This design comes from an exercise in tuning for small area, a short achievable clock period and few clock cycles per item on the open sky130 flow, not from production work.
The RTL was checked by simulation tests, not by an equivalence proof against the original design.

// matvec_top
module matvec_top (
  input  logic                 CLOCK_50,
  input  logic                 KEY,
  input  logic [9:0]           SW,
  output logic [9:0]           LEDR,
  output logic [6:0]           HEX0,
  output logic [6:0]           HEX1,
  output logic [6:0]           HEX2,
  output logic [6:0]           HEX3,
  output logic [6:0]           HEX4,
  output logic [6:0]           HEX5,
  output logic                 mem_rd,
  output logic [31:0]          mem_addr,
  input  logic                 mem_rsp_valid,
  input  logic [63:0]          mem_rsp_data
);
Size: about 160 I/O pins, roughly 23000 um^2 of cells after synthesis.
==> flow/config.mk <==
export PLATFORM = sky130hd
export DESIGN_NAME = matvec_top
export DESIGN_NICKNAME = matvec_top
export VERILOG_FILES = /design/flow/design.v
export SDC_FILE = /design/flow/constraint.sdc
export NUM_CORES = 4
export LEC_CHECK = 0
export CAP_MARGIN = 20
export CORE_MARGIN = 2
export CORE_UTILIZATION = 40
export CTS_BUF_LIST = sky130_fd_sc_hd__clkbuf_8
export CTS_CLUSTER_DIAMETER = 80
export CTS_CLUSTER_SIZE = 18
export SETUP_SLACK_MARGIN = 4.0
export SLEW_MARGIN = 20
==> flow/constraint.sdc <==
create_clock -name core_clock -period 10.0 [get_ports {CLOCK_50}]
set_input_delay 2.0000 -clock core_clock [delete_from_list [all_inputs] [get_ports {CLOCK_50}]]
set_output_delay 2.0000 -clock core_clock [all_outputs]
set_load 0.01 [all_outputs]
standard.sh (not shown) runs the stock make flow with config.mk's settings and CLKGATE_MAP_FILE= SYNTH_SCRIPT=/design/flow/synth_recipe.tcl, a recipe that flattens the netlist after the stock synthesis.
==> flow/flow/run.sh <==
#!/bin/bash
# Layout flow: the standard flow, with two steps added after synthesis.
# 1. Yosys's full-adder extraction leaves an inverter between many pairs of
#    full adders; fixpol.py picks each adder's polarity (a full adder is
#    self-dual) so that most of them go.
# 2. The display logic (fan-in of the HEX ports back to the flip-flops) is
#    mapped again by ABC on its own.
# A combinational equivalence check (flip-flops cut) against synthesis's own
# netlist must pass, or the netlist is left as synthesis wrote it. Flip-flops
# are not touched. Port buffers are plain buffers instead of the delay cells
# the placer picks by default, and the clock tree has no dummy loads.
# Each tool's output goes to a log of its own in this folder.
set -euo pipefail
W=$(pwd)
R=$W/orfs/results/$FLOW_PLATFORM/matvec_top/base
LIB=$FLOW_HOME/platforms/$FLOW_PLATFORM/lib/sky130_fd_sc_hd__tt_025C_1v80.lib
export BUFFER_PORTS_ARGS="-buffer_cell sky130_fd_sc_hd__buf_2"
# the clock tree without dummy loads
export CTS_ARGS="-sink_clustering_enable -repair_clock_nets -sink_clustering_size 18 -sink_clustering_max_diameter 80 -buf_list sky130_fd_sc_hd__clkbuf_8 -dont_use_dummy_load"

bash standard.sh synth > synth.log 2>&1

cp "$R/1_2_yosys.v" "$W/synth_netlist.v"
cp "$W/synth_netlist.v" "$W/new_netlist.v"
python3 flow/fixpol.py "$W/synth_netlist.v" "$W/fixpol_netlist.v" > fixpol.log 2>&1 && cp "$W/fixpol_netlist.v" "$W/new_netlist.v"

# the display logic (the fan-in of the HEX ports back to the flip-flops) mapped again by ABC
python3 flow/cone.py "$W/new_netlist.v" HEX > resyn_cells.txt 2> resyn.log || true
if [[ -s resyn_cells.txt ]]; then
  SEL=$(sed 's/^/c:/' resyn_cells.txt | tr '\n' ' ')
  # the platform's don't-use cells (all lpflow and probe cells) stay out
  DU=$(grep -o 'cell *( *"*sky130_fd_sc_hd__\(lpflow\|probe\)[a-z0-9_]*' "$LIB" | sed 's/.*sky130/sky130/' | sort -u | sed 's/^/-dont_use /' | tr '\n' ' ')
  cat > resyn.ys <<EOS
read_liberty -ignore_miss_func $LIB
read_verilog $W/new_netlist.v
hierarchy -top $FLOW_TOP
cd $FLOW_TOP
setattr -set keep_hierarchy 1 t:*
setattr -unset keep_hierarchy $SEL
cd ..
flatten
delete t:\$scopeinfo
opt_clean -purge
abc -script $FLOW_HOME/scripts/abc_speed.script -liberty $LIB $DU -D 800
opt_clean -purge
write_verilog -noattr -selected $W/resyn_all.v
EOS
  if yosys -q -l resyn_yosys.log resyn.ys > /dev/null 2>&1; then
    python3 -c "import re,sys; s=open(sys.argv[1]).read(); m=re.search(r'module '+sys.argv[3]+r'\(.*?endmodule\n', s, re.S); open(sys.argv[2],'w').write(m.group(0))" "$W/resyn_all.v" "$W/resyn_netlist.v" "$FLOW_TOP" >> resyn.log 2>&1 \
      && ! grep -q "lpflow\|probe" "$W/resyn_netlist.v" && cp "$W/resyn_netlist.v" "$W/new_netlist.v"
  fi
fi

# combinational equivalence with the flip-flops cut, against synthesis's own netlist
mkdir -p "$W/cec"
python3 flow/cutflops.py "$W/synth_netlist.v" "$W/cec/a.v" >> cec.log 2>&1
python3 flow/cutflops.py "$W/new_netlist.v" "$W/cec/b.v" >> cec.log 2>&1
for x in a b; do
  yosys -q -p "read_liberty -ignore_miss_func $LIB; read_verilog $W/cec/$x.v; hierarchy -top $FLOW_TOP; flatten; techmap; opt_clean; setundef -zero; write_blif $W/cec/$x.blif" > "cec_yosys_$x.log" 2>&1
done
yosys-abc -c "cec $W/cec/a.blif $W/cec/b.blif" >> cec.log 2>&1 || true
if grep -q "Networks are equivalent" cec.log; then
  cp "$W/new_netlist.v" "$R/1_2_yosys.v"
  echo "new netlist used" >> cec.log
else
  echo "equivalence not shown: synthesis netlist kept" >> cec.log
fi

bash standard.sh do-1_synth > synth_odb.log 2>&1
bash standard.sh finish > layout.log 2>&1
Other scripts of this flow, unchanged in this note and not shown: flow/flow/cone.py, flow/flow/cutflops.py, flow/flow/fixpol.py
Testbench counts at the start, summed over its fixed seeds: cycles 6,535, items 256.
==> next run, changes <==
--- a/flow/flow/run.sh
+++ b/flow/flow/run.sh
@@ -7 +7 @@
-#    mapped again by ABC on its own.
+#    mapped again by ABC on its own, with ORFS's own ABC speed script.
Result:
- synthesized cell count is unchanged
- clock skew went up by 0.011 ns
- clock-buffer cell count stays the same
==> next run, changes <==
Settings changed: SETUP_SLACK_MARGIN 4.0 to 3.75.
Effect: The new run completed without violations; setup slack is worse by 0.22 ns; non-clock buffer count went down by 6; maximum frequency is lower by a few percent.
==> next run, changes <==
--- a/flow/flow/run.sh
+++ b/flow/flow/run.sh
@@ -7 +7 @@
-#    mapped again by ABC on its own, with ORFS's own ABC speed script.
+#    mapped again by ABC on its own.
@@ -44 +44 @@
-abc -script $FLOW_HOME/scripts/abc_speed.script -liberty $LIB $DU -D 800
+abc  -liberty $LIB $DU -D 800
Settings changed: SETUP_SLACK_MARGIN 3.75 to 4.0.
Result: Flip-flop and latch count stays the same; design area rose by 2.3%; synthesized cell count rises by 1.3%; worst setup slack improves by 0.14 ns.

-- afterwards: timing with drivers on the ports --
No port has a modelled driver above. Below, the same layouts with a new extraction and two added sets of constraints.
Step 1 sets driving cells, clkbuf_16 on the clock port and buf_2 on the other inputs (assumed; they add their load-dependent delay and slew).
Step 2, shift: input delay + t, output delay - t, t = (earliest + latest rising clock arrival at the registers) / 2. This alone moves slack from input paths to output paths.
Three values: ideal, step 1, step 2; two values: the first two.
run	t, ns	setup slack, ns	worst setup path after step 2
the first run	0.637	4.092 / 4.050 / 3.510	input to register
the second run	0.627	4.078 / 4.028 / 3.521	input to register
the third run	0.635	3.854 / 3.825 / 3.477	input to register
the fourth run	0.630	3.991 / 3.832 / 3.486	input to register
After both steps setup and hold are still met in every run listed. For the first run, which loses most, drivers alone change the setup slack by -0.042 ns; drivers and shift together by -0.582 ns.
